Source: an optimization exercise on an open RTL-to-GDS flow (aim: small area, a short achievable clock period and few clock cycles per item). Production flows keep margins and buffers that such runs may drop.
Where RTL was checked, it was by simulation tests only, not by an equivalence proof against the original.
No functional check of the RTL was part of runs 4 and 5.
Power figures rest on the tool's default switching activity, not on a simulated workload.

==> design.v <==
package fiem_pkg;
    localparam int FRAME_W  = 32;
    localparam int COUNT_W  = 17;
    localparam int MODE_W   = 2;
    localparam int IDX_W    = 16;
    localparam int DATA_W   = 32;
    localparam int ADDR_W   = 4;
    localparam int DIST_W   = FRAME_W + 1;
    localparam int DVD_W    = FRAME_W;
    typedef enum logic [MODE_W-1:0] {
        MODE_NONE     = 2'd0,
        MODE_REPEAT   = 2'd1,
        MODE_PINGPONG = 2'd2,
        MODE_HOLD     = 2'd3
    } mode_t;
    typedef enum logic [1:0] {
        REG_OFFSET = 2'd0,
        REG_COUNT  = 2'd1,
        REG_BEFORE = 2'd2,
        REG_AFTER  = 2'd3
    } reg_idx_t;
endpackage
module frame_index_extrapolation_mapper #(
    parameter int MAX_FRAMES = 65536
) (
    input  logic                                   aclk,
    input  logic                                   aresetn,
    input  logic                                   s_valid,
    output logic                                   s_ready,
    input  logic signed [fiem_pkg::FRAME_W-1:0]    s_frame_number,
    output logic                                   m_valid,
    input  logic                                   m_ready,
    output logic        [fiem_pkg::IDX_W-1:0]      m_stored_index,
    output logic                                   m_is_empty,
    input  logic                                   psel,
    input  logic                                   penable,
    input  logic                                   pwrite,
    input  logic        [fiem_pkg::ADDR_W-1:0]     paddr,
    input  logic        [fiem_pkg::DATA_W-1:0]     pwdata,
    output logic        [fiem_pkg::DATA_W-1:0]     prdata,
    output logic                                   pready
);
    logic [31:0] offset_reg;
    logic [16:0] count_reg;
    logic [1:0]  before_reg;
    logic [1:0]  after_reg;
    logic        cfg_write;
    logic [1:0]  reg_sel;
    assign pready    = 1'b1;
    assign cfg_write = psel && penable && pwrite;
    assign reg_sel   = paddr[3:2];
    always_ff @(posedge aclk) begin
        if (!aresetn) begin
            offset_reg <= '0;
            count_reg  <= '0;
            before_reg <= '0;
            after_reg  <= '0;
        end else if (cfg_write) begin
            case (reg_sel)
                2'd0:    offset_reg <= pwdata;
                2'd1:    count_reg  <= pwdata[16:0];
                2'd2:    before_reg <= pwdata[1:0];
                default: after_reg  <= pwdata[1:0];
            endcase
        end
    end
    always_comb begin
        case (reg_sel)
            2'd0:    prdata = offset_reg;
            2'd1:    prdata = {15'd0, count_reg};
            2'd2:    prdata = {30'd0, before_reg};
            default: prdata = {30'd0, after_reg};
        endcase
    end
    logic [16:0] cnt_c;
    logic [16:0] nd1_c;
    logic        cnt1_c;
    logic [16:0] nd1;           
    logic [4:0]  nlen0m, nlen1m;  
    logic        cnt0;
    logic        pp_b, pp_a, none_b, none_a, hold_b, hold_a;
    assign cnt_c  = count_reg[16] ? 17'h10000 : count_reg;
    assign cnt1_c = (count_reg == 17'd1);
    assign nd1_c  = ~(cnt_c - 17'd1);
    logic [17:0] cor;
    logic [16:0] clead;
    logic [4:0]  cpos;
    logic        cpow2;
    assign cor[17] = 1'b0;
    for (genvar i = 0; i < 17; i++) begin : g_clead
        assign cor[i]   = |cnt_c[16:i];
        assign clead[i] = cnt_c[i] && !cor[i+1];
    end
    for (genvar b = 0; b < 5; b++) begin : g_cpos
        logic [16:0] sel;
        for (genvar i = 0; i < 17; i++) begin : g_sel
            assign sel[i] = clead[i] && (((i >> b) & 1) == 1);
        end
        assign cpos[b] = |sel;
    end
    assign cpow2 = ((cnt_c & ~clead) == '0);
    logic [16:0] cnt_r;
    logic [17:0] cnt3;
    always_ff @(posedge aclk) begin
        nd1    <= nd1_c;
        cnt_r  <= cnt_c;
        cnt3   <= 18'(cnt_r) + {cnt_r, 1'b0};
        nlen0m <= cpos;
        nlen1m <= cpos - 5'(cpow2);
        cnt0   <= (count_reg == 17'd0);
        pp_b   <= (before_reg == 2'd2) && !cnt1_c;
        pp_a   <= (after_reg  == 2'd2) && !cnt1_c;
        none_b <= (before_reg == 2'd0);
        none_a <= (after_reg  == 2'd0);
        hold_b <= (before_reg == 2'd3);
        hold_a <= (after_reg  == 2'd3);
    end
    logic adv;
    logic mv;
    assign adv = !mv || m_ready;
    logic        busy, last;
    logic        unit_take;    
    logic        p_take;       
    logic        q_take;       
    logic        v_p, v_q;
    assign unit_take = adv && (!busy || last);
    assign q_take    = unit_take;
    assign p_take    = adv && (!v_q || q_take);
    assign s_ready   = !v_p || p_take;
    logic [32:0] d_s;
    logic        neg_s, pp_s, force_s;
    logic        cnt0_c;
    assign cnt0_c  = (count_reg == 17'd0);
    assign d_s     = {s_frame_number[31], s_frame_number} - {offset_reg[31], offset_reg};
    assign neg_s   = d_s[32];
    assign pp_s    = neg_s ? ((before_reg == 2'd2) && !cnt1_c) : ((after_reg == 2'd2) && !cnt1_c);
    assign force_s = cnt0_c || (neg_s ? (before_reg == 2'd0 || before_reg == 2'd3)
                                      : (after_reg == 2'd0 || after_reg == 2'd3));
    logic [31:0] d_p;
    logic        neg_p, pp_p, force_p;
    always_ff @(posedge aclk) begin
        if (!aresetn)     v_p <= 1'b0;
        else if (s_ready) v_p <= s_valid;
        if (s_ready) begin
            d_p     <= d_s[31:0];
            neg_p   <= neg_s;
            pp_p    <= pp_s;
            force_p <= force_s;
        end
    end
    logic [31:0] u_p;
    logic [32:0] dor, dand;      
    logic [32:0] uor;            
    logic [31:0] lead;           
    logic [4:0]  upos;           
    logic        unz;
    assign u_p     = d_p ^ {32{neg_p}};
    assign dor[32]  = 1'b0;
    assign dand[32] = 1'b1;
    for (genvar i = 0; i < 32; i++) begin : g_lead
        assign dor[i]  = |d_p[31:i];
        assign dand[i] = &d_p[31:i];
        assign uor[i]  = neg_p ? !dand[i] : dor[i];
        assign lead[i] = u_p[i] && !uor[i+1];
    end
    assign uor[32] = 1'b0;
    for (genvar b = 0; b < 5; b++) begin : g_upos
        logic [31:0] sel;
        for (genvar i = 0; i < 32; i++) begin : g_sel
            assign sel[i] = lead[i] && (((i >> b) & 1) == 1);
        end
        assign upos[b] = |sel;
    end
    assign unz = uor[0];
    logic [4:0]  dm1;
    logic [5:0]  e;
    logic [3:0]  jst_p;          
    assign dm1 = pp_p ? nlen1m : nlen0m;
    assign e   = {1'b0, upos} - {1'b0, dm1};
    assign jst_p = (force_p || !unz || e[5]) ? 4'd0 : e[4:1];
    logic [17:0] win_p;
    logic        after_s;
    assign win_p   = {1'b0, u_p[16:0]} + {1'b0, nd1};
    assign after_s = !neg_p && ((u_p[31:17] != '0) || win_p[17]);
    logic [31:0] u_q;
    logic [3:0]  jst;
    logic        neg_q, pp_q, after_q;
    always_ff @(posedge aclk) begin
        if (!aresetn)    v_q <= 1'b0;
        else if (p_take) v_q <= v_p;
        if (p_take) begin
            u_q     <= u_p;
            jst     <= jst_p;
            neg_q   <= neg_p;
            pp_q    <= pp_p;
            after_q <= after_s;
        end
    end
    logic [17:0] first;
    assign first = 18'(u_q >> {jst, 1'b0});
    logic [15:0] r_u;
    logic [1:0]  pair_u;
    logic [31:0] u_u;
    logic [3:0]  j_u;
    logic        neg_u, pp_u, after_u;
    logic [17:0] t;
    logic [17:0] a1;    
    logic [16:0] a2;    
    logic [17:0] a3;    
    logic        c1, c2, c3;
    logic [19:0] s1;
    logic [18:0] s2;
    logic [18:0] s3;
    logic [17:0] m3;    
    logic [15:0] r_next;
    logic        qodd_next;
    assign t  = {r_u, pair_u};
    assign s1 = {1'b0, t, 1'b1} + {1'b0, 1'b1, nd1, pp_u};
    assign s2 = {1'b0, t[17:1], 1'b1} + {1'b0, nd1, pp_u};
    assign s3 = {1'b0, t} + {1'b0, m3};
    assign c1 = s1[19];
    assign a1 = s1[18:1];
    assign c2 = s2[18];
    assign a2 = s2[17:1];
    assign c3 = s3[18];
    assign a3 = s3[17:0];
    always_comb begin
        if (c3)      r_next = a3[15:0];
        else if (c2) r_next = {a2[14:0], t[0]};
        else if (c1) r_next = a1[15:0];
        else         r_next = t[15:0];
    end
    assign qodd_next = c3 || (c1 && !c2);
    logic [1:0] pair_next;
    assign pair_next = 2'(u_u >> {j_u - 4'd1, 1'b0});
    always_ff @(posedge aclk) begin
        if (!aresetn) begin
            busy <= 1'b0;
        end else if (adv) begin
            if (!busy || last) busy <= v_q;
        end
        if (adv) begin
            if (!busy || last) begin
                r_u     <= first[17:2];
                pair_u  <= first[1:0];
                u_u     <= u_q;
                j_u     <= jst;
                last    <= (jst == 4'd0);
                neg_u   <= neg_q;
                pp_u    <= pp_q;
                m3      <= (pp_q ? 18'd3 : 18'd0) - cnt3;
                after_u <= after_q;
            end else begin
                r_u    <= r_next;
                pair_u <= pair_next;
                j_u    <= j_u - 4'd1;
                last   <= (j_u == 4'd1);
            end
        end
    end
    logic        v_z, neg_z, pp_z, after_z, qodd_z;
    logic [15:0] g_z;
    always_ff @(posedge aclk) begin
        if (!aresetn)  v_z <= 1'b0;
        else if (adv)  v_z <= busy && last;
        if (adv) begin
            g_z     <= r_next;
            qodd_z  <= qodd_next;
            neg_z   <= neg_u;
            pp_z    <= pp_u;
            after_z <= after_u;
        end
    end
    logic        z_none, z_hold;
    logic        z_flip;
    logic [15:0] z_cm1;
    logic [16:0] z_add;
    logic [15:0] z_idx;
    logic        z_empty;
    assign z_none  = neg_z ? none_b : none_a;
    assign z_hold  = neg_z ? hold_b : hold_a;
    assign z_cm1   = ~nd1[15:0];
    assign z_flip  = pp_z ? qodd_z : neg_z;
    logic [16:0] z_add0, z_add1;
    assign z_add0  = {g_z, 1'b1} + {16'd0, neg_z};
    assign z_add1  = {z_cm1, 1'b1} + {~g_z, pp_z ? !neg_z : 1'b1};
    assign z_add   = z_flip ? z_add1 : z_add0;
    assign z_empty = cnt0 || (z_none && (neg_z || after_z));
    always_comb begin
        if (z_empty || (z_hold && neg_z)) z_idx = 16'd0;
        else if (z_hold && after_z)       z_idx = z_cm1;
        else                              z_idx = z_add[16:1];
    end
    logic [16:0] m_data;
    always_ff @(posedge aclk) begin
        if (!aresetn)  mv <= 1'b0;
        else if (adv)  mv <= v_z;
        if (adv) m_data <= {z_idx, z_empty};
    end
    assign m_valid        = mv;
    assign m_stored_index = m_data[16:1];
    assign m_is_empty     = m_data[0];
endmodule
==> flow/run.sh <==
#!/bin/bash
# Layout flow: the standard flow, with the port buffers made from buf_2 cells instead of the
# cell buffer_ports picks by itself (a delay cell on this platform). Every port still gets a
# buffer. Each tool's full output goes to flow_standard.log in the work folder.
set -euo pipefail
printf '\nexport BUFFER_PORTS_ARGS = -buffer_cell sky130_fd_sc_hd__buf_2\n' >> config.mk
bash standard.sh > flow_standard.log 2>&1
==> standard.sh <==
#!/bin/bash
# synth_recipe.tcl (not shown) runs the flow's synth.tcl, then flattens the netlist and writes it again
# the make line also repeats each setting of config.mk as NAME=value (left out here)
make -C /OpenROAD-flow-scripts/flow DESIGN_CONFIG=/design/flow/config.mk WORK_HOME=/design/flow/orfs CLKGATE_MAP_FILE= SYNTH_SCRIPT=/design/flow/synth_recipe.tcl "${@:-finish}"
==> config.mk <==
export PLATFORM = sky130hd
export DESIGN_NAME = frame_index_extrapolation_mapper
export DESIGN_NICKNAME = frame_index_extrapolation_mapper
export VERILOG_FILES = /design/flow/design.v
export SDC_FILE = /design/flow/constraint.sdc
export NUM_CORES = 4
export LEC_CHECK = 0
export CAP_MARGIN = 20
export CORE_MARGIN = 2
export CORE_UTILIZATION = 65
export SETUP_SLACK_MARGIN = 1.7
export SLEW_MARGIN = 20

export BUFFER_PORTS_ARGS = -buffer_cell sky130_fd_sc_hd__buf_2
==> constraint.sdc <==
create_clock -name core_clock -period 5.5 [get_ports {aclk}]
set_input_delay 1.1000 -clock core_clock [delete_from_list [all_inputs] [get_ports {aclk}]]
set_output_delay 1.1000 -clock core_clock [all_outputs]
set_load 0.01 [all_outputs]
==> flow_summary.ini, run 1 <==
[pwr]
vdd_drop_max_v = 0.000306
seqPwrFrac = 0.383
powerDensity_nw_per_um2 = 371
power.share.combinational = 0.351
switching_power_mw = 3.02
switching_share = 0.354
leakage_nw = 9.52
clkPwrFrac = 0.266
p_int_mw = 5.52

[grt]
antenna_found_initial = 1
grt_start_max_net_pins = 59
grt_use_total = 0.335
grt_pass1_vias = 16800
grt_overflow_total = 0
grt_pass1_wl_mm = 89.2

[clock_network]
cts.clk_slew.worst_paths_ps = 60
cts_tree = yes
ctsHoldBuffers = 0
cts_root_buf = clkbuf_16
clk_path_buf_depth = 3
clk_latency_ps = 520
cts_made_buffers = 35
htree_levels = 2
cts_sinks = 310

[hold_path]
hold_class = reg2reg

[logic_synthesis]
synth_cell_types = 92
seq_area_frac_synth = 0.387
synth-main-ff-cell = edfxtp_1
avgSynthCellArea_sq_um = 9.28
synth-seq-cells = 310
syn_nets = 2479
netlist_area_sq_um = 20900
async_flop_share = 0
synthCells = 2249
synth-edff-count = 187
ys.warnings.count = 1

[placement]
port-buffer-count = 123
place.gp.congestion = 0.940
place_area_sq_um = 21700
post-dp-hpwl_mm = 42.2

[run]
drv_cap = 0

[final_layout]
drive_gt1_frac = 0.119
syn_to_final_growth_pct = 10.1
fillers = 2358
regArea_sq_um = 8080
final_nets = 2564
final_common_cell = nand2_1
design_area_sq_um = 23000
multiInputGateArea_sq_um = 12000
final_cell_mix = nand2_1, edfxtp_1, nor2_1

[setup_path]
worst_path_max_delay_cell = edfxtp_1
critPathArrivalTime_ps = 3860
crit_fanout = 10
cp-end-kind = register
crit_required_ps = 5730
start_kind = register
critical_path_class = reg2reg
path_cells = nand2_1 -> fa_1 -> a211oi_1 -> o21a_1 -> nor3_1 -> nor3_1 -> nor3_1 -> o31a_1 -> o31ai_1 -> mux2i_1 -> o31ai_1
slowest_delay_ps = 620
crit_top_cell = nor3_1

[detailed_routing]
vias = 17700
totalWireLength_mm = 56.3
drt-initial-drc-count = 1925
vias_per_cell = 6.41
ant_nets = 0
dr.pass1.iters = 7
drc = 0
wl_per_cell_um = 20.4

[sta]
hold_viol = 0
rsz0062_at_grt = true
fin_crit_sh = 0.660
clock.fmax_ghz = 0.276
fin_skew_ps = 20.1
slew-limit-headroom = 0.254
setup_viol = 0
period_needed_ps = 3630
finalMaxSlewViolations = 0
tightest_slew_ps = 1120
final.setup.tns_ps = 0

[floorplanning]
coreArea_sq_um = 31600
die_h_um = 183
die_x_um = 183
dieArea_sq_um = 33600
start_util = 0.662
boundaryPins = 127
fp-row-count = 65

[status]
outcome = finished clean
==> metal layers <==
layer / GRT usage / vias up / wire length [um]
li1: - / 8411 / -
met1: 0.451 / 8391 / 23900
met2: 0.551 / 786 / 25700
met3: 0.0435 / 123 / 4440
met4: 0.130 / 0 / 2230
met5: 0 / - / 0
==> power groups by stage <==
stage,sequential [mW],combinational [mW],clock [mW]
5_1_grt,3.30,3.30,2.38
2_1_floorplan,3.12,2.27,0
3_3_place_gp,3.29,2.77,0
3_5_place_dp,3.30,2.87,0
4_1_cts,3.26,2.91,2.30
6_report,3.27,3.00,2.27
==> timing repair <==
item,CTS,global route
cloned,0,1
hold endpoints to repair,0,0
pin swaps,0,2
buffers inserted,0,9
resized for setup,5,9
endpoints found under the setup margin,5,16
==> stage by stage <==
stage	worst slack (ps)	cells	utilization	hold slack [ps]	power [mW]
2_1_floorplan	1770	2249	-	391	5.39
3_3_place_gp	1380	2689	0.689	401	6.06
3_5_place_dp	1290	2689	0.689	407	6.18
4_1_cts	1720	2751	0.725	420	8.46
5_1_grt	1700	2761	0.729	422	8.98
6_report	1870	2762	0.729	416	8.54
==> worst paths after layout <==
path                                                 end  cells after the start  slack [ps]            start
worst max-delay path            m_data[16]$_SDFFCE_PP0N_                     11        1870  neg_z$_DFFE_PN_
worst min-delay path                     neg_z$_DFFE_PN_                      0         420  neg_u$_DFFE_PP_
worst max register to register  m_data[16]$_SDFFCE_PP0N_                     11        1870  neg_z$_DFFE_PN_
worst min register to register           neg_z$_DFFE_PN_                      0         420  neg_u$_DFFE_PP_
==> final cells by class <==
type	instances	area share
clock buffer	47	0.0428
antenna	1	0.000109
clock inverter	15	0.00555
tap	402	0.0219
timing repair buffer	145	0.0340
inverter	132	0.0216
sequential	310	0.351
multi-input combinational	1710	0.523
==> logic make-up (layout without fill, tap and decap cells) <==
| family | Yosys count | count (layout) | synth area share |
|---|---|---|---|
| buf+inv | 230 | 339 | 0.0427 |
| flops | 310 | 310 | 0.387 |
| other cells | 1 | 2 | 0.000180 |
| fa+ha+maj | 155 | 155 | 0.0958 |
| compound gates | 556 | 556 | 0.181 |
| mux | 89 | 89 | 0.0529 |
| simple gates | 752 | 753 | 0.175 |
| xor+xnor | 156 | 156 | 0.0654 |
==> synthesized netlist by cell type, types with 7 or more instances <==
| cell type | count | share of area |
|---|---|---|
| nand2_1 | 247 | 0.044 |
| edfxtp_1 | 187 | 0.27 |
| nor2_1 | 164 | 0.029 |
| ha_1 | 147 | 0.088 |
| inv_1 | 130 | 0.023 |
| dfxtp_1 | 123 | 0.12 |
| a21oi_1 | 112 | 0.027 |
| xnor2_1 | 91 | 0.038 |
| o21ai_0 | 87 | 0.021 |
| nor3_1 | 75 | 0.018 |
| clkbuf_1 | 69 | 0.012 |
| xor2_1 | 65 | 0.027 |
| a21boi_0 | 60 | 0.022 |
| mux2i_1 | 57 | 0.027 |
| nand3_1 | 51 | 0.012 |
| a211oi_1 | 48 | 0.017 |
| a21o_1 | 45 | 0.016 |
| nor2b_1 | 34 | 0.010 |
| o21a_1 | 30 | 0.011 |
| and3_1 | 28 | 0.0084 |
| a31oi_1 | 27 | 0.0081 |
| nand2b_1 | 23 | 0.0069 |
| o211ai_1 | 22 | 0.0079 |
| or3_1 | 22 | 0.0066 |
| nand4_1 | 20 | 0.0060 |
| nor4_1 | 19 | 0.0057 |
| and2_1 | 18 | 0.0054 |
| mux2_2 | 16 | 0.0086 |
| mux4_2 | 15 | 0.016 |
| buf_2 | 14 | 0.0034 |
| o31ai_1 | 14 | 0.0050 |
| o21bai_1 | 12 | 0.0043 |
| buf_1 | 11 | 0.0020 |
| o22ai_1 | 10 | 0.0030 |
| or2_2 | 10 | 0.0030 |
| a211o_1 | 9 | 0.0038 |
| o221ai_1 | 9 | 0.0038 |
| fa_1 | 8 | 0.0077 |
| o2111ai_1 | 8 | 0.0034 |
| a41oi_1 | 7 | 0.0029 |
==> critical path, delay by kind of cell (launching register included) <==
kind,cells,cell delay [ps]
AO/OA/AOI/OAI,5,1290
AND/OR/NAND/NOR,4,740
flip-flops,1,620
adder cells (fa/ha/maj),1,470
multiplexers,1,220
Testbench counts, summed over its fixed seeds: cycles 30,727, items 12,000.
==> run 2: changes to the inputs <==
--- a/config.mk
+++ b/config.mk
@@ -9,5 +9,5 @@
 export CORE_MARGIN = 2
 export CORE_UTILIZATION = 65
-export SETUP_SLACK_MARGIN = 1.7
+export SETUP_SLACK_MARGIN = 1.9
 export SLEW_MARGIN = 20
 
==> flow_summary.ini, run 2 <==
[clock_network]
cts_sinks = 310
clk_path_buf_depth = 3
clk_latency_ps = 520
cts.clk_slew.worst_paths_ps = 60
cts_made_buffers = 35
htree_levels = 2
ctsHoldBuffers = 0
cts_root_buf = clkbuf_16
cts_tree = yes

[logic_synthesis]
yosys.area.top_type_share = 0.269
avgSynthCellArea_sq_um = 9.28
synth_common_cells = nand2_1, edfxtp_1, nor2_1, ha_1, inv_1
seq_area_frac_synth = 0.387
synth-seq-cells = 310
syn_nets = 2479
netlist_area_sq_um = 20900
yosysMostFrequentCell = nand2_1
ys.warnings.count = 1
synth-main-ff-cell = edfxtp_1
synth_cell_types = 92
synth-edff-count = 187
synthCells = 2249
synth.area.top_cells = edfxtp_1, dfxtp_1, ha_1, nand2_1, xnor2_1
yosys.area.top_type = edfxtp_1
async_flop_share = 0

[sta]
fin_skew_ps = 19.8
tightest_slew_ps = 1110
period_needed_ps = 3530
slew-limit-headroom = 0.259
fin_ws_ps = 1970
fin_crit_sh = 0.642
setup_viol = 0
clock.fmax_ghz = 0.283
rsz0062_at_grt = false
finalMaxSlewViolations = 0
final.setup.tns_ps = 0
hold_viol = 0

[grt]
grtUsageMet1 = 0.450
grt_pass1_wl_mm = 89.5
antenna_found_initial = 1
grt_overflow_total = 0
grt_start_max_net_pins = 59
grt_pass1_vias = 16800
grt_use_total = 0.336
grtUsageMet3 = 0.0475
grt_busiest_layer = met2
grt.met2_usage = 0.549

[floorplanning]
die_x_um = 183
coreArea_sq_um = 31600
boundaryPins = 127
fp-row-count = 65
start_util = 0.662
die_h_um = 183
dieArea_sq_um = 33600

[final_layout]
final_nets = 2591
final_cell_mix = nand2_1, edfxtp_1, nor2_1
final_common_cell = nand2_1
drive_gt1_frac = 0.135
fillers = 2326
syn_to_final_growth_pct = 11.5

[detailed_routing]
totalWireLength_mm = 56.7
drt-initial-drc-count = 1810
ant_nets = 0
wl_per_cell_um = 20.3
vias_per_cell = 6.40
drc = 0
vias = 17800
dr.pass1.iters = 6

[pwr]
vdd_drop_max_v = 0.000305
powerDensity_nw_per_um2 = 370
leakage_nw = 9.66

[setup_path]
crit_required_ps = 4400
r2r-start = r_u[3]$_DFFE_PN_
crit_start = paddr[3]
cp-end-kind = output pin
critical_path_class = in2out
start_kind = input pin
critPathArrivalTime_ps = 2430
crit_fanout = 37

[status]
outcome = finished clean

[hold_path]
hold_class = reg2reg
worstHoldStart = neg_u$_DFFE_PP_

[placement]
post-dp-hpwl_mm = 42.2
port-buffer-count = 123
dp_slack_ps = 1290
place.gp.congestion = 0.940

[run]
drv_cap = 0
## run 2: cell counts after synthesis
Identical to the previous run, type by type.
## run 2: stage by stage
step | instances | utilization | total power [mW] | cell area [sq um] | hold slack, ps
after floorplan | 2249 | - | 5.39 | 20900 | 391
after global placement | 2689 | 0.689 | 6.06 | 21700 | 401
after detailed placement | 2689 | 0.689 | 6.18 | 21700 | 407
after CTS | 2756 | 0.727 | 8.48 | 22900 | 420
after global routing | 2788 | 0.738 | 9.05 | 23300 | 422
final | 2789 | 0.738 | 8.62 | 23300 | 416
## run 2: metal layers
layer	up-vias	wire (um)
met2	819	25900
met5	-	0
met4	0	2480
met3	143	4570
met1	8424	23800
li1	8460	-
## run 2: layout make-up
cell class,instances,area [sq um],area share
Multi-Input combinational cell,1710,12100,0.519
Sequential cell,310,8080,0.347
Timing Repair Buffer,172,1000,0.0429
Clock buffer,47,983,0.0422
Tap cell,402,503,0.0216
Inverter,132,499,0.0214
Clock inverter,15,128,0.00548
Antenna cell,1,2.50,0.000107
## run 2: cells by family after synthesis
kind of cell / Yosys count / synth area share
buf+inv: 230 / 0.0427
other cells: 1 / 0.000180
simple gates: 752 / 0.175
compound gates: 556 / 0.181
flops: 310 / 0.387
xor+xnor: 156 / 0.0654
fa+ha+maj: 155 / 0.0958
mux: 89 / 0.0529
## run 2: what timing repair did
action                     4_1_cts  5_1_grt
cloned                           1        0
setup buffers                    4       32
gates resized for setup         12       20
pin swaps                        2        2
setup endpoints to repair       12       23
## run 2: worst max-delay path, stage by stage
cell    delay (ps)
buf_2          550
mux4_2         600
buf_2          170
## run 2: final timing paths
path / slack [ps] / to / depth (start not counted)
setup / recovery: 1970 / prdata[0] / 3
hold / removal: 420 / neg_z$_DFFE_PN_ / 0
setup reg to reg: 2060 / r_u[12]$_DFFE_PN_ / 10
hold reg to reg: 420 / neg_z$_DFFE_PN_ / 0
## run 2: report_power, final
group	switching [mW]	internal [mW]	leakage, nW
combinational	1.77	1.31	6.08
clock	0.925	1.35	0.544
sequential	0.351	2.91	3.03
total	3.05	5.57	9.66
==> run 3: changes to the inputs <==
--- a/config.mk
+++ b/config.mk
@@ -9,4 +9,7 @@
 export CORE_MARGIN = 2
 export CORE_UTILIZATION = 65
+export CTS_BUF_LIST = sky130_fd_sc_hd__clkbuf_8 sky130_fd_sc_hd__clkbuf_16
+export CTS_CLUSTER_DIAMETER = 60
+export CTS_CLUSTER_SIZE = 20
 export SETUP_SLACK_MARGIN = 1.9
 export SLEW_MARGIN = 20
==> flow_summary.ini, run 3 <==
[status]
outcome = finished clean

[logic_synthesis]
synth_cell_types = 92
syn_nets = 2479
synth-main-ff-cell = edfxtp_1
synthCells = 2249
netlist_area_sq_um = 20900
yosysMostFrequentCell = nand2_1
yosys.area.top_type_share = 0.269
ys.warnings.count = 1
yosys.area.top_type = edfxtp_1
synth-seq-cells = 310
async_flop_share = 0
avgSynthCellArea_sq_um = 9.28
synth.area.top_cells = edfxtp_1, dfxtp_1, ha_1, nand2_1, xnor2_1
synth-edff-count = 187
synth_common_cells = nand2_1, edfxtp_1, nor2_1, ha_1, inv_1
seq_area_frac_synth = 0.387

[sta]
slew-limit-headroom = 0.256
fin_crit_sh = 0.643
tightest_slew_ps = 1120
setup_viol = 0
fin_ws_ps = 1960
rsz0062_at_grt = true
fin_skew_ps = 14.9
hold_viol = 0
hold_ws_ps = 417
period_needed_ps = 3540
finalMaxSlewViolations = 0
final.setup.tns_ps = 0
clock.fmax_ghz = 0.283

[setup_path]
crit_fanout = 37
slowest_delay_ps = 600
start_kind = input pin
cp-end-kind = output pin
critPathArrivalTime_ps = 2440
critical_path_class = in2out
cp_num_buf_inv = 2
path_cells = buf_2 -> mux4_2 -> buf_2
worst_path_max_delay_cell = mux4_2
path_delay_family = buffers and inverters
crit_top_cell = buf_2
crit_required_ps = 4400

[clock_network]
clk_latency_ps = 570
clk_path_buf_depth = 3
cts_root_buf = clkbuf_16
htree_levels = 1
cts_made_buffers = 28
cts_tree = yes
cts.clk_slew.worst_paths_ps = 80
ctsHoldBuffers = 0
cts_sinks = 310

[final_layout]
syn_to_final_growth_pct = 10.8
final_cell_mix = nand2_1, edfxtp_1, nor2_1
fin_cells = 2776
post-route-util = 0.733
drive_gt1_frac = 0.132
final_nets = 2581
design_area_sq_um = 23100
final_common_cell = nand2_1

[detailed_routing]
wl_per_cell_um = 20.2
vias = 17800
vias_per_cell = 6.41
dr.pass1.iters = 6
drt-initial-drc-count = 1885
drc = 0
ant_nets = 0
totalWireLength_mm = 56.2

[grt]
grt_start_max_net_pins = 59
grt_busiest_layer = met2
grt.met2_usage = 0.539
grt_use_total = 0.331
grt_pass1_vias = 16700
grt_pass1_wl_mm = 88.7
antenna_found_initial = 1
grtUsageMet3 = 0.0336
grt_overflow_total = 0
grtUsageMet1 = 0.456

[pwr]
switching_share = 0.372
power.share.combinational = 0.367
vdd_drop_max_v = 0.000288
p_int_mw = 5.29
seqPwrFrac = 0.386
powerDensity_nw_per_um2 = 364
clkPwrFrac = 0.248
leakage_nw = 9.59
finalPower_mw = 8.43
switching_power_mw = 3.14

[placement]
place.gp.congestion = 0.940
port-buffer-count = 123
place_area_sq_um = 21700
post-dp-hpwl_mm = 42.2
dp_cells = 2689
dp_slack_ps = 1290

[floorplanning]
boundaryPins = 127
fp-row-count = 65
coreArea_sq_um = 31600
die_h_um = 183
die_x_um = 183
dieArea_sq_um = 33600
start_util = 0.662

[hold_path]
hold_class = reg2reg

[run]
drv_cap = 0
## run 3: changes by cell type in the layout (fill, tap and decap cells not counted), moves of 4 or more
cell,delta
clkbuf_16,-7
clkinv_1,-4
buf_4,-5
clkinv_2,-5
clkbuf_8,-4
inv_6,+5
clkbuf_1,-6
## run 3: area by class of cell
class	count	area, sq um
inverter	132	499
antenna	1	2.50
clock buffer	29	726
timing repair buffer	169	988
fill	2327	8420
tap	402	503
clock inverter	23	265
sequential	310	8080
multi-input combinational	1710	12100
## run 3: worst paths after layout
path | startpoint | endpoint | slack, ps | cells after the start
hold reg to reg | neg_u$_DFFE_PP_ | neg_z$_DFFE_PN_ | 420 | 0
setup reg to reg | d_p[22]$_DFFE_PP_ | jst[3]$_SDFFCE_PP0P_ | 2050 | 14
setup / recovery | paddr[3] | prdata[0] | 1960 | 3
hold / removal | neg_u$_DFFE_PP_ | neg_z$_DFFE_PN_ | 420 | 0
## run 3: power groups by stage
stage	Clock [mW]	Sequential [mW]	Combinational, mW
finish	2.09	3.25	3.09
global route	2.19	3.28	3.39
CTS	2.11	3.25	2.93
detailed placement	0	3.30	2.87
global placement	0	3.29	2.77
floorplan	0	3.12	2.27
## run 3: logic make-up (layout without fill, tap and decap cells)
group / Yosys count / count (layout) / share of synthesized area
xor+xnor: 156 / 156 / 0.0654
compound gates: 556 / 556 / 0.181
buf+inv: 230 / 353 / 0.0427
simple gates: 752 / 753 / 0.175
fa+ha+maj: 155 / 155 / 0.0958
flops: 310 / 310 / 0.387
mux: 89 / 89 / 0.0529
other cells: 1 / 2 / 0.000180
## run 3: what timing repair did
item	in CTS	in global routing
buffers inserted	4	28
cloned	1	0
setup endpoints to repair	10	29
pin swaps	2	2
gates resized for setup	10	22
## run 3: routing by layer
layer	vias to the layer above	wire length, um
met1	8437	24000
met4	0	2430
met5	-	0
met3	120	4190
met2	792	25500
li1	8452	-
==> run 4: changes to the inputs <==
--- a/design.v
+++ b/design.v
@@ -77,4 +77,5 @@
     logic        cnt1_c;
     logic [16:0] nd1;           
+    logic [17:0] m3_0, m3_1;    
     logic [4:0]  nlen0m, nlen1m;  
     logic        cnt0;
@@ -100,10 +101,10 @@
     end
     assign cpow2 = ((cnt_c & ~clead) == '0);
-    logic [16:0] cnt_r;
     logic [17:0] cnt3;
     always_ff @(posedge aclk) begin
         nd1    <= nd1_c;
-        cnt_r  <= cnt_c;
-        cnt3   <= 18'(cnt_r) + {cnt_r, 1'b0};
+        cnt3   <= 18'(cnt_c) + {cnt_c, 1'b0};
+        m3_0   <= 18'd0 - cnt3;
+        m3_1   <= 18'd3 - cnt3;
         nlen0m <= cpos;
         nlen1m <= cpos - 5'(cpow2);
@@ -249,5 +250,5 @@
                 neg_u   <= neg_q;
                 pp_u    <= pp_q;
-                m3      <= (pp_q ? 18'd3 : 18'd0) - cnt3;
+                m3      <= pp_q ? m3_1 : m3_0;
                 after_u <= after_q;
             end else begin
--- a/config.mk
+++ b/config.mk
@@ -9,7 +9,4 @@
 export CORE_MARGIN = 2
 export CORE_UTILIZATION = 65
-export CTS_BUF_LIST = sky130_fd_sc_hd__clkbuf_8 sky130_fd_sc_hd__clkbuf_16
-export CTS_CLUSTER_DIAMETER = 60
-export CTS_CLUSTER_SIZE = 20
 export SETUP_SLACK_MARGIN = 1.9
 export SLEW_MARGIN = 20
==> flow_summary.ini, run 4 <==
[status]
outcome = finished clean

[sta]
slew-limit-headroom = 0.249
hold_viol = 0
final.setup.tns_ps = 0
fin_ws_ps = 1730
fin_skew_ps = 19.4
tightest_slew_ps = 1130
setup_viol = 0
fin_crit_sh = 0.686
clock.fmax_ghz = 0.265
finalMaxSlewViolations = 0
period_needed_ps = 3770
rsz0062_at_grt = true

[setup_path]
crit_required_ps = 5860
r2r_end = jst[2]$_SDFFCE_PP0P_
crit_fanout = 6
cp_num_buf_inv = 1
critical_path_class = reg2reg
critPathArrivalTime_ps = 4130
path_cells = buf_12 -> nor4_4 -> nand4b_4 -> or4b_4 -> and2_4 -> nand4b_1 -> nor2_1 -> or4_4 -> ha_4 -> o21ai_2 -> nand2b_1 -> a21oi_1 -> a211oi_1 -> o21ai_1 -> a31o_2 -> a31oi_1
r2r-start = neg_p$_DFFE_PP_
reg2reg_depth = 16
start_kind = register
path_delay_family = simple AND/OR/NAND/NOR gates
worst_path_max_delay_cell = or4b_4
slowest_delay_ps = 530
cp-end-kind = register
ff2ff_setup_slack_ps = 1730

[hold_path]
hold_class = reg2reg
worstHoldEndpoint = neg_z$_DFFE_PN_
holdPathStages = 0
worstHoldStart = neg_u$_DFFE_PP_

[clock_network]
cts.clk_slew.worst_paths_ps = 60
clk_path_buf_depth = 3
cts_made_buffers = 36
clk_latency_ps = 530
ctsHoldBuffers = 0
htree_levels = 2
cts_tree = yes
cts_root_buf = clkbuf_16
cts_sinks = 329

[logic_synthesis]
synth.area.top_cells = edfxtp_1, dfxtp_1, ha_1, nand2_1, xnor2_1
synth-edff-count = 187
yosys.area.top_type_share = 0.253
synth-main-ff-cell = edfxtp_1
avgSynthCellArea_sq_um = 9.26
syn_nets = 2652
yosys.area.top_type = edfxtp_1
ys.warnings.count = 1
synthCells = 2399
yosysMostFrequentCell = nand2_1
netlist_area_sq_um = 22200
async_flop_share = 0
seq_area_frac_synth = 0.381
synth-seq-cells = 329
synth_common_cells = nand2_1, edfxtp_1, ha_1, nor2_1, inv_1
synth_cell_types = 87

[detailed_routing]
vias = 18800
drt-initial-drc-count = 1898
drc = 0
ant_nets = 0
wl_per_cell_um = 20.0
vias_per_cell = 6.26
totalWireLength_mm = 60.1
dr.pass1.iters = 6

[final_layout]
multiInputGateArea_sq_um = 13100
drive_gt1_frac = 0.151
fillers = 2469
final_common_cell = nand2_1
regArea_sq_um = 8470
final_cell_mix = nand2_1, edfxtp_1, ha_1
diodes = 0
syn_to_final_growth_pct = 12.6
final_nets = 2776

[run]
drv_cap = 0

[pwr]
leakage_nw = 10.5
switching_power_mw = 3.25
power.share.combinational = 0.368
p_int_mw = 5.86
switching_share = 0.357
seqPwrFrac = 0.377
powerDensity_nw_per_um2 = 364
clkPwrFrac = 0.254
vdd_drop_max_v = 0.000290

[grt]
grt_overflow_total = 0
grt_start_max_net_pins = 61
grt_use_total = 0.329
grt_pass1_vias = 17800
grt_pass1_wl_mm = 93.2
antenna_found_initial = 2

[floorplanning]
die_h_um = 189
start_util = 0.661
fp-row-count = 67
dieArea_sq_um = 35700
boundaryPins = 127
die_x_um = 189
coreArea_sq_um = 33600

[placement]
post-dp-hpwl_mm = 44.5
port-buffer-count = 123
dp_slack_ps = 1300
place.gp.congestion = 0.966
[run 4: cell count changes after synthesis, sizes merged, moves of 15 or more]
| cell | before | now |
|---|---|---|
| inv | 130 | 166 |
| mux2 | 17 | 49 |
| a21oi | 112 | 137 |
| ha | 147 | 171 |
| dfxtp | 123 | 142 |
| o21ai | 89 | 108 |
| o21a | 30 | 15 |
[run 4: stage by stage]
stage	hold WS, ps	instance area, sq um	total power [mW]	cells	utilization
3_5_place_dp	407	23200	6.48	2886	0.690
5_1_grt	422	25000	9.56	2999	0.744
4_1_cts	420	24700	8.89	2980	0.733
3_3_place_gp	402	23200	6.36	2886	0.690
6_report	421	25000	9.11	2999	0.744
2_1_floorplan	371	22300	5.69	2399	-
[run 4: worst reg2reg max path, cell delays in order, from the launching register on]
cell and delay, ps:
edfxtp_1 430, buf_12 170, nor4_4 330, nand4b_4 200, or4b_4 530, and2_4 150, nand4b_1 150, nor2_1 60
or4_4 450, ha_4 310, o21ai_2 60, nand2b_1 70, a21oi_1 60, a211oi_1 150, o21ai_1 100, a31o_2 260
a31oi_1 140
[run 4: worst max-delay path by stage]
stage	depth (start not counted)	from	slack, ps	endpoint
after floorplan	3	m_ready	1770	s_ready
after global placement	15	count_reg[16]$_SDFFE_PN0P_	1270	nlen1m[4]$_DFF_P_
after detailed placement	15	count_reg[16]$_SDFFE_PN0P_	1300	nlen1m[4]$_DFF_P_
after CTS	16	d_p[29]$_DFFE_PP_	1820	jst[2]$_SDFFCE_PP0P_
after global routing	16	neg_p$_DFFE_PP_	1560	jst[2]$_SDFFCE_PP0P_
final	16	neg_p$_DFFE_PP_	1730	jst[2]$_SDFFCE_PP0P_
[run 4: area by class of cell]
class                           instances  share of cell area
Timing Repair Buffer                  184              0.0471
Tap cell                              448              0.0224
Clock inverter                         13             0.00335
Clock buffer                           53              0.0417
Inverter                              166              0.0251
Multi-Input combinational cell       1806               0.522
Sequential cell                       329               0.339
[run 4: what timing repair did]
item	4_1_cts	5_1_grt
endpoints found under the setup margin	50	48
gates cloned	1	3
buffers inserted	27	16
resized for setup	32	41
endpoints found under the hold margin	0	0
pin swaps	11	12
[run 4: layer usage]
layer  GRT usage  routed length (um)  share of wire  up-vias
met5           0                  27        0.00045        -
li1            -                   -              -     8943
met4       0.129                2570          0.043        4
met1       0.432               24700           0.41     8793
met2       0.545               27700           0.46      880
met3      0.0545                5140          0.086      166
[run 4: logic make-up after synthesis]
logic type      after synthesis  synth area share
compound gates              558             0.164
xor+xnor                    175            0.0690
fa+ha+maj                   178             0.103
buf+inv                     266            0.0463
flops                       329             0.381
mux                         132            0.0712
other cells                   1          0.000169
simple gates                760             0.166
[run 4: power by group through the flow]
stage               clock (mW)  sequential [mW]  combinational (mW)
floorplan                    0             3.31                2.39
global placement             0             3.48                2.88
detailed placement           0             3.49                2.99
CTS                       2.33             3.42                3.14
global route              2.43             3.47                3.66
finish                    2.32             3.44                3.36
==> run 5: changes to the inputs <==
--- a/config.mk
+++ b/config.mk
@@ -9,5 +9,5 @@
 export CORE_MARGIN = 2
 export CORE_UTILIZATION = 65
-export SETUP_SLACK_MARGIN = 1.9
+export SETUP_SLACK_MARGIN = 2.2
 export SLEW_MARGIN = 20
 
==> flow_summary.ini, run 5 <==
[final_layout]
fin_cells = 3027
design_area_sq_um = 25700
drive_gt1_frac = 0.183
fillers = 2328
final_nets = 2805
diodes = 0
final_common_cell = nand2_1
post-route-util = 0.763
syn_to_final_growth_pct = 15.5
final_cell_mix = nand2_1, edfxtp_1, nor2_1

[grt]
antenna_found_initial = 1
grtUsageMet1 = 0.450
grt_start_max_net_pins = 65
grtUsageMet3 = 0.0436
grt.met2_usage = 0.529
grt_pass1_vias = 17700
grt_pass1_wl_mm = 93.7
grt_busiest_layer = met2
grt_overflow_total = 0
grt_use_total = 0.330

[sta]
finalMaxSlewViolations = 0
tightest_slew_ps = 1130
slew-limit-headroom = 0.238
fin_crit_sh = 0.668
hold_viol = 0
final.setup.tns_ps = 0
rsz0062_at_grt = true
period_needed_ps = 3680
clock.fmax_ghz = 0.272
setup_viol = 0
fin_skew_ps = 24.2

[logic_synthesis]
synth_cell_types = 87
yosys.area.top_type_share = 0.253
synth-seq-cells = 329
yosys.area.top_type = edfxtp_1
ys.warnings.count = 1
syn_nets = 2652
synth-edff-count = 187
synth.area.top_cells = edfxtp_1, dfxtp_1, ha_1, nand2_1, xnor2_1
synth_common_cells = nand2_1, edfxtp_1, ha_1, nor2_1, inv_1
seq_area_frac_synth = 0.381
avgSynthCellArea_sq_um = 9.26
synth-main-ff-cell = edfxtp_1
synthCells = 2399
async_flop_share = 0
yosysMostFrequentCell = nand2_1
netlist_area_sq_um = 22200

[hold_path]
hold_class = reg2reg
holdPathStages = 0

[clock_network]
cts_sinks = 329
clk_path_buf_depth = 3
cts_made_buffers = 35
cts_tree = yes
cts_root_buf = clkbuf_16
cts.clk_slew.worst_paths_ps = 60
htree_levels = 2
clk_latency_ps = 540

[floorplanning]
dieArea_sq_um = 35700
start_util = 0.661
die_x_um = 189
fp-row-count = 67
die_h_um = 189
coreArea_sq_um = 33600
boundaryPins = 127

[status]
outcome = finished clean

[placement]
dp_cells = 2885
place_area_sq_um = 23300
post-dp-hpwl_mm = 44.1
place.gp.congestion = 0.945
port-buffer-count = 123

[setup_path]
critical_path_class = reg2reg
crit_fanout = 6
cp-end-kind = register
path_cells = buf_4 -> and4_2 -> nand4_2 -> nor2_1 -> a221oi_1 -> nand3_1 -> or4b_2 -> ha_1 -> a21oi_2 -> a211oi_2 -> o21ai_1 -> a31o_2 -> a31oi_1
critPathArrivalTime_ps = 4060
crit_required_ps = 5880
start_kind = register
reg2reg_depth = 13
slowest_delay_ps = 710
worst_path_max_delay_cell = or4b_2

[detailed_routing]
drc = 0
drt-initial-drc-count = 1730
vias_per_cell = 6.27
totalWireLength_mm = 60.7
ant_nets = 0
dr.pass1.iters = 7
vias = 19000
wl_per_cell_um = 20.0

[pwr]
power.share.combinational = 0.384
powerDensity_nw_per_um2 = 365
finalPower_mw = 9.38
switching_share = 0.358
seqPwrFrac = 0.367
leakage_nw = 10.7
clkPwrFrac = 0.249
p_int_mw = 6.02
switching_power_mw = 3.36
vdd_drop_max_v = 0.000278

[run]
drv_cap = 0
## run 5: cell counts after synthesis
Identical to the previous run, type by type.
## run 5: through the flow
step | hold WS [ps] | setup WS (ps)
finish | 421 | 1820
global route | 432 | 1620
CTS | 429 | 1840
detailed placement | 407 | 1330
global placement | 404 | 1380
floorplan | 371 | 1770
## run 5: worst max-delay path, delay by kind of cell (launching register included)
family	cells	cell delay [ps]
AND/OR/NAND/NOR	5	1540
buffers and inverters	1	160
flip-flops	1	400
AO/OA/AOI/OAI	6	1060
adder cells (fa/ha/maj)	1	370
## run 5: cells by family (layout without fill, tap and decap cells)
group                    count (synthesis)  after routing  synth area share
AND/OR/NAND/NOR                        760            762             0.166
AO/OA/AOI/OAI                          558            559             0.164
flip-flops                             329            329             0.381
buffers and inverters                  266            443            0.0463
adder cells (fa/ha/maj)                178            178             0.103
XOR/XNOR                               175            175            0.0690
multiplexers                           132            132            0.0712
other                                    1              1          0.000169
## run 5: layout make-up
cell class,instances,area (sq um),area share
repair buffers,213,1420,0.0553
multi-input cells,1807,13400,0.523
well taps,448,561,0.0218
clock inverters,16,179,0.00697
inverters,166,646,0.0252
clock buffers,48,966,0.0376
flip-flops and latches,329,8480,0.330
## run 5: worst paths after layout
kind | from | end | slack [ps]
worst min register to register | after_u$_DFFE_PP_ | after_z$_DFFE_PN_ | 420
worst max-delay path | d_p[30]$_DFFE_PP_ | jst[2]$_SDFFCE_PP0P_ | 1820
worst min-delay path | after_u$_DFFE_PP_ | after_z$_DFFE_PN_ | 420
worst max register to register | d_p[30]$_DFFE_PP_ | jst[2]$_SDFFCE_PP0P_ | 1820
## run 5: per-layer routing
| metal | wire [um] | up-vias |
|---|---|---|
| li1 | - | 9004 |
| met1 | 25000 | 8952 |
| met2 | 27800 | 898 |
| met3 | 5100 | 140 |
| met4 | 2740 | 0 |
| met5 | 0 | - |
## run 5: repair_timing
item                                    4_1_cts  5_1_grt
endpoints found under the setup margin       80       54
pin swaps                                    17       30
setup buffers                                40       33
resized for setup                            68       73
cloned                                        4        1
hold buffers                                  0        0
## run 5: power groups by stage
| stage | Clock, mW | Combinational, mW | Sequential (mW) |
|---|---|---|---|
| final | 2.33 | 3.60 | 3.44 |
| after global routing | 2.44 | 3.88 | 3.47 |
| after CTS | 2.36 | 3.30 | 3.43 |
| after detailed placement | 0 | 3.01 | 3.50 |
| after global placement | 0 | 2.91 | 3.48 |
| after floorplan | 0 | 2.41 | 3.31 |
==> run 6: changes to the inputs <==
--- a/design.v
+++ b/design.v
@@ -77,5 +77,4 @@
     logic        cnt1_c;
     logic [16:0] nd1;           
-    logic [17:0] m3_0, m3_1;    
     logic [4:0]  nlen0m, nlen1m;  
     logic        cnt0;
@@ -101,10 +100,10 @@
     end
     assign cpow2 = ((cnt_c & ~clead) == '0);
+    logic [16:0] cnt_r;
     logic [17:0] cnt3;
     always_ff @(posedge aclk) begin
         nd1    <= nd1_c;
-        cnt3   <= 18'(cnt_c) + {cnt_c, 1'b0};
-        m3_0   <= 18'd0 - cnt3;
-        m3_1   <= 18'd3 - cnt3;
+        cnt_r  <= cnt_c;
+        cnt3   <= 18'(cnt_r) + {cnt_r, 1'b0};
         nlen0m <= cpos;
         nlen1m <= cpos - 5'(cpow2);
@@ -250,5 +249,5 @@
                 neg_u   <= neg_q;
                 pp_u    <= pp_q;
-                m3      <= pp_q ? m3_1 : m3_0;
+                m3      <= (pp_q ? 18'd3 : 18'd0) - cnt3;
                 after_u <= after_q;
             end else begin
--- a/config.mk
+++ b/config.mk
@@ -9,5 +9,8 @@
 export CORE_MARGIN = 2
 export CORE_UTILIZATION = 65
-export SETUP_SLACK_MARGIN = 2.2
+export CTS_BUF_LIST = sky130_fd_sc_hd__clkbuf_16
+export CTS_CLUSTER_DIAMETER = 100
+export CTS_CLUSTER_SIZE = 30
+export SETUP_SLACK_MARGIN = 2.5
 export SLEW_MARGIN = 20
 
==> flow_summary.ini, run 6 <==
[setup_path]
worst_path_max_delay_cell = edfxtp_1
reg2reg_depth = 10
slowest_delay_ps = 470
r2r-start = r_u[3]$_DFFE_PN_
critical_path_class = reg2reg
crit_fanout = 6
ff2ff_setup_slack_ps = 2220
r2r_end = r_u[12]$_DFFE_PN_
cp-end-kind = register
cp_num_buf_inv = 0
path_cells = ha_4 -> a21o_1 -> or3_4 -> o211a_4 -> o21a_4 -> o2111a_2 -> o21ai_4 -> o221ai_2 -> mux2_4 -> o21a_1
crit_required_ps = 5800
critPathArrivalTime_ps = 3580
start_kind = register
path_delay_family = compound AO/OA/AOI/OAI gates

[logic_synthesis]
synth.area.top_cells = edfxtp_1, dfxtp_1, ha_1, nand2_1, xnor2_1
netlist_area_sq_um = 20900
yosys.area.top_type = edfxtp_1
synth-seq-cells = 310
synth_common_cells = nand2_1, edfxtp_1, nor2_1, ha_1, inv_1
async_flop_share = 0
synth-main-ff-cell = edfxtp_1
syn_nets = 2479
ys.warnings.count = 1
yosys.area.top_type_share = 0.269
synth_cell_types = 92
synthCells = 2249
avgSynthCellArea_sq_um = 9.28
yosysMostFrequentCell = nand2_1
seq_area_frac_synth = 0.387
synth-edff-count = 187

[pwr]
switching_share = 0.389
power.share.combinational = 0.474
powerDensity_nw_per_um2 = 351
leakage_nw = 10.2
p_int_mw = 5.31
vdd_drop_max_v = 0.000238
clkPwrFrac = 0.155
finalPower_mw = 8.70
switching_power_mw = 3.39
seqPwrFrac = 0.372

[sta]
slew-limit-headroom = 0.243
clock.fmax_ghz = 0.305
fin_crit_sh = 0.596
fin_ws_ps = 2220
setup_viol = 0
hold_viol = 0
tightest_slew_ps = 1130
final.setup.tns_ps = 0
rsz0062_at_grt = true
period_needed_ps = 3280
finalMaxSlewViolations = 0
fin_skew_ps = 26.5

[placement]
post-dp-hpwl_mm = 42.3
place.gp.congestion = 0.936
dp_slack_ps = 1590
port-buffer-count = 123

[grt]
grt_pass1_vias = 17300
grt_pass1_wl_mm = 91.5
grt_start_max_net_pins = 59
grt_use_total = 0.344
grt_overflow_total = 0
antenna_found_initial = 2

[detailed_routing]
wl_per_cell_um = 21.9
totalWireLength_mm = 62.8
vias_per_cell = 6.54
drt-initial-drc-count = 1764
drc = 0
ant_nets = 0
dr.pass1.iters = 8
vias = 18800

[clock_network]
cts_root_buf = clkbuf_16
cts.clk_slew.worst_paths_ps = 110
ctsHoldBuffers = 0
htree_levels = 1
clk_latency_ps = 530
cts_sinks = 310
cts_tree = yes
clk_path_buf_depth = 3
cts_made_buffers = 15

[floorplanning]
start_util = 0.662
boundaryPins = 127
dieArea_sq_um = 33600
die_h_um = 183
die_x_um = 183
fp-row-count = 65
coreArea_sq_um = 31600

[final_layout]
final_nets = 2691
final_common_cell = nand2_1
final_cell_mix = nand2_1, edfxtp_1, nor2_1
drive_gt1_frac = 0.226
diodes = 0
syn_to_final_growth_pct = 18.6

[run]
drv_cap = 0

[hold_path]
worstHoldEndpoint = after_z$_DFFE_PN_
holdPathStages = 0
hold_class = reg2reg
worstHoldStart = after_u$_DFFE_PP_

[status]
outcome = finished clean
-- run 6: cell families after synthesis --
logic type      share of synthesized area
compound gates                      0.181
xor+xnor                           0.0654
fa+ha+maj                          0.0958
buf+inv                            0.0427
flops                               0.387
mux                                0.0529
other cells                      0.000180
simple gates                        0.175
-- run 6: metrics by stage --
step,hold slack [ps],cell area [sq um],utilization,std cells
3_3_place_gp,403,21900,0.694,2688
2_1_floorplan,391,21100,-,2249
6_report,430,24800,0.785,2871
5_1_grt,440,24800,0.785,2871
3_5_place_dp,409,21900,0.694,2688
4_1_cts,435,23800,0.754,2815
-- run 6: layer usage --
layer  global-route usage  wire [um]  vias up
li1                     -          -     8647
met1                0.445      24600     8801
met2                0.563      28800     1084
met3               0.0612       6040      238
met4                0.163       3370        2
met5                    0         14        -
-- run 6: worst max-delay path by stage --
stage	start	slack [ps]	cells past startpoint	to
5_1_grt	neg_p$_DFFE_PP_	2130	14	jst[3]$_SDFFCE_PP0P_
4_1_cts	d_p[25]$_DFFE_PP_	2310	15	jst[2]$_SDFFCE_PP0P_
3_3_place_gp	s_frame_number[0]	1730	13	force_p$_DFFE_PP_
6_report	r_u[3]$_DFFE_PN_	2220	10	r_u[12]$_DFFE_PN_
3_5_place_dp	s_frame_number[0]	1590	13	pp_p$_DFFE_PP_
2_1_floorplan	m_ready	2020	3	s_ready
-- run 6: area by class of cell --
type | count | area, sq um
inverter | 132 | 515
tap | 402 | 503
clock inverter | 10 | 101
multi-input combinational | 1713 | 13000
clock buffer | 15 | 375
fill | 2089 | 6790
sequential | 310 | 8120
timing repair buffer | 289 | 2120
-- run 6: power groups by stage --
stage                     registers, mW  logic, mW  clock network (mW)
final                              3.23       4.12                1.35
after CTS                          3.21       3.45                1.36
after floorplan                    3.12       2.29                   0
after global routing               3.26       4.37                1.42
after detailed placement           3.31       2.89                   0
after global placement             3.29       2.77                   0
-- run 6: worst reg2reg max path, cell delays in order, from the launching register on --
cell and delay (ps):
edfxtp_1 470, ha_4 250, a21o_1 180, or3_4 340
o211a_4 280, o21a_4 210, o2111a_2 370, o21ai_4 300
o221ai_2 150, mux2_4 310, o21a_1 190
-- run 6: repair_timing --
item	in CTS	in global routing
endpoints found under the setup margin	88	60
setup buffers	93	56
gates resized for setup	145	119
gates cloned	9	0
pin swaps	69	88
Testbench counts of run 6, summed over its fixed seeds: cycles 30,727, items 12,000.
==> run 7: changes to the inputs <==
--- a/config.mk
+++ b/config.mk
@@ -12,5 +12,5 @@
 export CTS_CLUSTER_DIAMETER = 100
 export CTS_CLUSTER_SIZE = 30
-export SETUP_SLACK_MARGIN = 2.5
+export SETUP_SLACK_MARGIN = 1.9
 export SLEW_MARGIN = 20
 
==> flow_summary.ini, run 7 <==
[logic_synthesis]
synth.area.top_cells = edfxtp_1, dfxtp_1, ha_1, nand2_1, xnor2_1
synth_fa_ha_area_frac = 0.0958
synth-simple-area-share = 0.175
synth_common_cells = nand2_1, edfxtp_1, nor2_1, ha_1, inv_1
syn_nets = 2479
synth-edff-count = 187
synth_xor_area_frac = 0.0654
yosys.area.top_type = edfxtp_1
synth-main-ff-cell = edfxtp_1
synth_top_family_by_area = compound AO/OA/AOI/OAI gates
netlist_area_sq_um = 20900
synthMuxAreaShare = 0.0529
synthCells = 2249
synth_cell_types = 92
async_flop_share = 0
seq_area_frac_synth = 0.387
ys.warnings.count = 1
synth-compound-area-share = 0.181
yosys.area.top_type_share = 0.269
avgSynthCellArea_sq_um = 9.28
yosysMostFrequentCell = nand2_1
synth-seq-cells = 310

[clock_network]
cts_sinks = 310
clk_path_buf_depth = 3
clk_latency_ps = 520
cts.clk_slew.worst_paths_ps = 110
ctsHoldBuffers = 0
htree_levels = 1
cts_tree = yes
cts_made_buffers = 15
cts_root_buf = clkbuf_16

[detailed_routing]
totalWireLength_mm = 55.5
drc = 0
drt-initial-drc-count = 1821
vias_per_cell = 6.41
vias = 17700
ant_nets = 0
wl_per_cell_um = 20.1
dr.pass1.iters = 6

[setup_path]
critPathArrivalTime_ps = 2440
crit_top_cell = buf_2
cp_num_buf_inv = 2
path_delay_family = buffers and inverters
worst_path_max_delay_cell = mux4_2
start_kind = input pin
crit_required_ps = 4400
path_cells = buf_2 -> mux4_2 -> buf_2
critical_path_class = in2out
cp_num_cells = 3
slowest_delay_ps = 600
crit_fanout = 37
reg2reg_depth = 11
cp-end-kind = output pin

[grt]
grt_use_total = 0.327
grt_start_max_net_pins = 59
grt_pass1_wl_mm = 87.4
grt_pass1_vias = 16400
antenna_found_initial = 1
grt_overflow_total = 0

[floorplanning]
fp-row-count = 65
coreArea_sq_um = 31600
boundaryPins = 127
die_x_um = 183
dieArea_sq_um = 33600
start_util = 0.662
die_h_um = 183

[placement]
post-dp-hpwl_mm = 42.2
port-buffer-count = 123
place.gp.congestion = 0.940
dp_slack_ps = 1290

[pwr]
clkPwrFrac = 0.170
vdd_drop_max_v = 0.000279
switching_share = 0.378
switching_power_mw = 2.88
leakage_nw = 9.37
power.share.combinational = 0.404
p_int_mw = 4.75
powerDensity_nw_per_um2 = 337
seqPwrFrac = 0.426

[hold_path]
holdPathStages = 0
hold_class = reg2reg

[sta]
tightest_slew_ps = 1110
fin_skew_ps = 20.2
rsz0062_at_grt = true
period_needed_ps = 3540
fin_ws_ps = 1960
final.setup.tns_ps = 0
clock.fmax_ghz = 0.283
slew-limit-headroom = 0.261
finalMaxSlewViolations = 0
setup_viol = 0
hold_viol = 0
fin_crit_sh = 0.643

[final_layout]
syn_to_final_growth_pct = 8.45
final_nets = 2575
drive_gt1_frac = 0.124
final_cell_mix = nand2_1, edfxtp_1, nor2_1
post-route-util = 0.718
final_common_cell = nand2_1

[status]
outcome = finished clean

[run]
drv_cap = 0
==> run 7: worst paths after layout <==
kind | start | endpoint | slack (ps)
hold reg to reg | neg_u$_DFFE_PP_ | neg_z$_DFFE_PN_ | 430
setup reg to reg | cnt_r[0]$_DFF_P_ | m_data[16]$_SDFFCE_PP0N_ | 2020
hold / removal | neg_u$_DFFE_PP_ | neg_z$_DFFE_PN_ | 430
setup / recovery | paddr[3] | prdata[0] | 1960
==> run 7: power groups by stage <==
stage	Combinational [mW]	Clock, mW	Sequential [mW]
6_report	3.08	1.30	3.25
5_1_grt	3.39	1.39	3.28
4_1_cts	2.92	1.32	3.24
3_5_place_dp	2.87	0	3.30
3_3_place_gp	2.77	0	3.29
2_1_floorplan	2.27	0	3.12
==> run 7: metrics by stage <==
step,area [sq um],hold WS (ps),power [mW],std cells
after global placement,21700,401,6.06,2689
after CTS,22300,419,7.48,2721
after global routing,22600,436,8.05,2755
after floorplan,20900,391,5.39,2249
final,22600,429,7.62,2756
after detailed placement,21700,407,6.18,2689
==> run 7: layer usage <==
| layer | global-route usage | up-vias | part of all wire |
|---|---|---|---|
| li1 | - | 8404 | - |
| met1 | 0.451 | 8388 | 0.44 |
| met2 | 0.533 | 753 | 0.45 |
| met3 | 0.0330 | 108 | 0.070 |
| met4 | 0.126 | 0 | 0.043 |
| met5 | 0 | - | 0 |
==> run 7: area by class of cell <==
type / count / area, sq um
Clock buffer: 15 / 375
Fill cell: 2400 / 8910
Clock inverter: 10 / 78.8
Antenna cell: 1 / 2.50
Timing Repair Buffer: 176 / 1030
Sequential cell: 310 / 8080
Multi-Input combinational cell: 1710 / 12100
Inverter: 132 / 499
Tap cell: 402 / 503
==> run 7: cells by family after synthesis <==
group,count (synthesis)
muxes,89
AOI/OAI and AO/OA,556
adders and majority gates,155
and+or+nand+nor,752
buffers and inverters,230
xor gates and xnor gates,156
DFF,310
other,1
==> run 7: repair_timing <==
| item | 4_1_cts | 5_1_grt |
|---|---|---|
| setup endpoints to repair | 11 | 23 |
| gates resized for setup | 9 | 21 |
| setup buffers | 6 | 34 |
| pin swaps | 2 | 2 |
| gates cloned | 1 | 0 |
==> run 8: changes to the inputs <==
--- a/config.mk
+++ b/config.mk
@@ -12,5 +12,5 @@
 export CTS_CLUSTER_DIAMETER = 100
 export CTS_CLUSTER_SIZE = 30
-export SETUP_SLACK_MARGIN = 1.9
+export SETUP_SLACK_MARGIN = 2.0
 export SLEW_MARGIN = 20
 
==> flow_summary.ini, run 8 <==
[logic_synthesis]
synthCells = 2249
yosys.area.top_type = edfxtp_1
ys.warnings.count = 1
synth_xor_area_frac = 0.0654
synth-main-ff-cell = edfxtp_1
syn_nets = 2479
synth_top_family_by_area = compound AO/OA/AOI/OAI gates
synth_fa_ha_area_frac = 0.0958
avgSynthCellArea_sq_um = 9.28
yosys.area.top_type_share = 0.269
seq_area_frac_synth = 0.387
synth-seq-cells = 310
netlist_area_sq_um = 20900
async_flop_share = 0
synth-simple-area-share = 0.175
yosysMostFrequentCell = nand2_1
synth-compound-area-share = 0.181
synth-edff-count = 187
synth_cell_types = 92
synthMuxAreaShare = 0.0529
synth.area.top_cells = edfxtp_1, dfxtp_1, ha_1, nand2_1, xnor2_1
synth_common_cells = nand2_1, edfxtp_1, nor2_1, ha_1, inv_1

[setup_path]
start_kind = register
ff2ff_setup_slack_ps = 2050
critPathArrivalTime_ps = 3740
critical_path_class = reg2reg
crit_required_ps = 5780
crit_fanout = 7
cp-end-kind = register

[grt]
grtUsageMet3 = 0.0397
grt_pass1_vias = 16300
grt_overflow_total = 0
grt_pass1_wl_mm = 85.8
grt_busiest_layer = met2
grt_start_max_net_pins = 59
grt_use_total = 0.322
grt.met2_usage = 0.517
grtUsageMet1 = 0.440
antenna_found_initial = 1

[final_layout]
fin_cells = 2757
final_cell_mix = nand2_1, edfxtp_1, nor2_1
final_nets = 2577
final_common_cell = nand2_1
post-route-util = 0.720
syn_to_final_growth_pct = 8.84
drive_gt1_frac = 0.127

[detailed_routing]
totalWireLength_mm = 55.3
vias = 17500
vias_per_cell = 6.34
ant_nets = 0
wl_per_cell_um = 20.1
drc = 0
dr.pass1.iters = 6
drt-initial-drc-count = 1515

[floorplanning]
boundaryPins = 127
fp-row-count = 65
die_h_um = 183
coreArea_sq_um = 31600
die_x_um = 183
start_util = 0.662
dieArea_sq_um = 33600

[run]
drv_cap = 0

[placement]
place.gp.congestion = 0.935
port-buffer-count = 123
dp_cells = 2691
post-dp-hpwl_mm = 42.0

[pwr]
leakage_nw = 9.39
finalPower_mw = 7.66
switching_share = 0.376
vdd_drop_max_v = 0.000253
power.share.combinational = 0.402
p_int_mw = 4.78
seqPwrFrac = 0.424
powerDensity_nw_per_um2 = 337
clkPwrFrac = 0.174
switching_power_mw = 2.88

[sta]
final.setup.tns_ps = 0
finalMaxSlewViolations = 0
rsz0062_at_grt = true
tightest_slew_ps = 1130
fin_crit_sh = 0.628
period_needed_ps = 3450
fin_skew_ps = 26.9
hold_viol = 0
setup_viol = 0
hold_ws_ps = 435
slew-limit-headroom = 0.248
clock.fmax_ghz = 0.290

[clock_network]
cts_root_buf = clkbuf_16
ctsHoldBuffers = 0
cts_tree = yes
clk_path_buf_depth = 3
htree_levels = 1
cts.clk_slew.worst_paths_ps = 110
clk_latency_ps = 520
cts_sinks = 310
cts_made_buffers = 15

[hold_path]
hold_class = reg2reg

[status]
outcome = finished clean
==> run 8: cell counts after synthesis <==
No cell type changed its count.
==> run 8: kinds of logic (layout without fill, tap and decap cells) <==
family / Yosys count / in the layout
AO/OA/AOI/OAI: 556 / 556
XOR/XNOR: 156 / 156
adder cells (fa/ha/maj): 155 / 155
buffers and inverters: 230 / 333
flip-flops: 310 / 310
multiplexers: 89 / 89
other: 1 / 2
AND/OR/NAND/NOR: 752 / 754
==> run 8: what timing repair did <==
action,in CTS,in global routing
resized for setup,16,26
hold endpoints to repair,0,0
endpoints found under the setup margin,20,23
pin swaps,2,11
gates cloned,1,1
setup buffers,19,20
==> run 8: routing by layer <==
metal	vias up	routed length, um
met1	8229	23800
met4	0	2670
met2	740	24700
met3	117	4170
li1	8400	-
met5	-	0
==> run 8: worst max-delay path, cell delays in order (launching register included) <==
cell      delay, ps
edfxtp_1        520
ha_1            380
a21o_1          200
or3_1           330
o211a_1         260
o21a_1          260
o2111a_2        360
o21ai_4         260
o221ai_2        130
mux2_2          320
o21a_1          200
==> run 8: area by class of cell <==
class / instances / area [sq um]
fillers: 2436 / 8830
flip-flops and latches: 310 / 8080
inverters: 132 / 499
clock inverters: 9 / 111
clock buffers: 15 / 375
repair buffers: 177 / 1040
multi-input cells: 1711 / 12100
well taps: 402 / 503
diodes: 1 / 2.50
==> run 8: final timing paths <==
kind,startpoint,endpoint,cells after the start
min,neg_u$_DFFE_PP_,neg_z$_DFFE_PN_,0
max,r_u[3]$_DFFE_PN_,r_u[12]$_DFFE_PN_,10
min reg2reg,neg_u$_DFFE_PP_,neg_z$_DFFE_PN_,0
max reg2reg,r_u[3]$_DFFE_PN_,r_u[12]$_DFFE_PN_,10
==> run 8: through the flow <==
stage	instance area [sq um]	worst slack, ps
5_1_grt	22700	1920
3_3_place_gp	21700	1510
3_5_place_dp	21700	1390
4_1_cts	22500	1940
2_1_floorplan	20900	1770
6_report	22700	2050
==> run 8: power groups by stage <==
stage	clock network [mW]	registers (mW)	logic [mW]
after global routing	1.42	3.28	3.37
after global placement	0	3.29	2.77
final	1.33	3.25	3.08
after CTS	1.35	3.23	2.96
after floorplan	0	3.12	2.27
after detailed placement	0	3.30	2.87

==> re-timing with driven ports <==
The results above use ideal ports. As a check the final layouts listed here were re-extracted and re-timed, cells and wires unchanged.
Step 1 (the two cells are an assumption about what drives the block):
set clk [get_ports {aclk}]
set_driving_cell -lib_cell sky130_fd_sc_hd__clkbuf_16 $clk
set_driving_cell -lib_cell sky130_fd_sc_hd__buf_2 [delete_from_list [all_inputs] $clk]
Step 2 moves the port delays by t, midway between the first and last clock arrival at a register: inputs arrive t later, outputs are due t later. That takes back most of the time a late clock gives input paths.
Three values: ideal, step 1, step 2; two values: the first two.
| run | shift t [ns] | slack for setup (ns) | hold slack, ns | worst setup path after step 2 |
|---|---|---|---|---|
| run 1 | 0.565 | 1.871 / 1.871 / 1.444 | 0.416 / 0.416 / 0.416 | input to register |
| run 2 | 0.565 | 1.970 / 1.947 / 1.620 | 0.416 / 0.416 / 0.416 | input to register |
| run 3 | 0.617 | 1.964 / 1.941 / 1.551 | 0.417 / 0.417 / 0.417 | input to register |
| run 4 | 0.575 | 1.728 / 1.728 / 1.542 | 0.421 / 0.421 / 0.421 | input to register |
| run 5 | 0.581 | 1.825 / 1.825 / 1.729 | 0.421 / 0.421 / 0.421 | input to register |
| run 6 | 0.572 | 2.220 / 2.220 / 1.818 | 0.430 / 0.430 / 0.430 | input to register |
| run 7 | 0.565 | 1.961 / 1.939 / 1.641 | 0.429 / 0.429 / 0.429 | input to register |
| run 8 | 0.562 | 2.047 / 2.047 / 1.665 | 0.435 / 0.435 / 0.435 | input to register |
After both steps setup and hold are still met in every run listed. The setup slack of run 1, which loses most, moves by 0.000 ns with the drivers and by -0.427 ns with both steps.
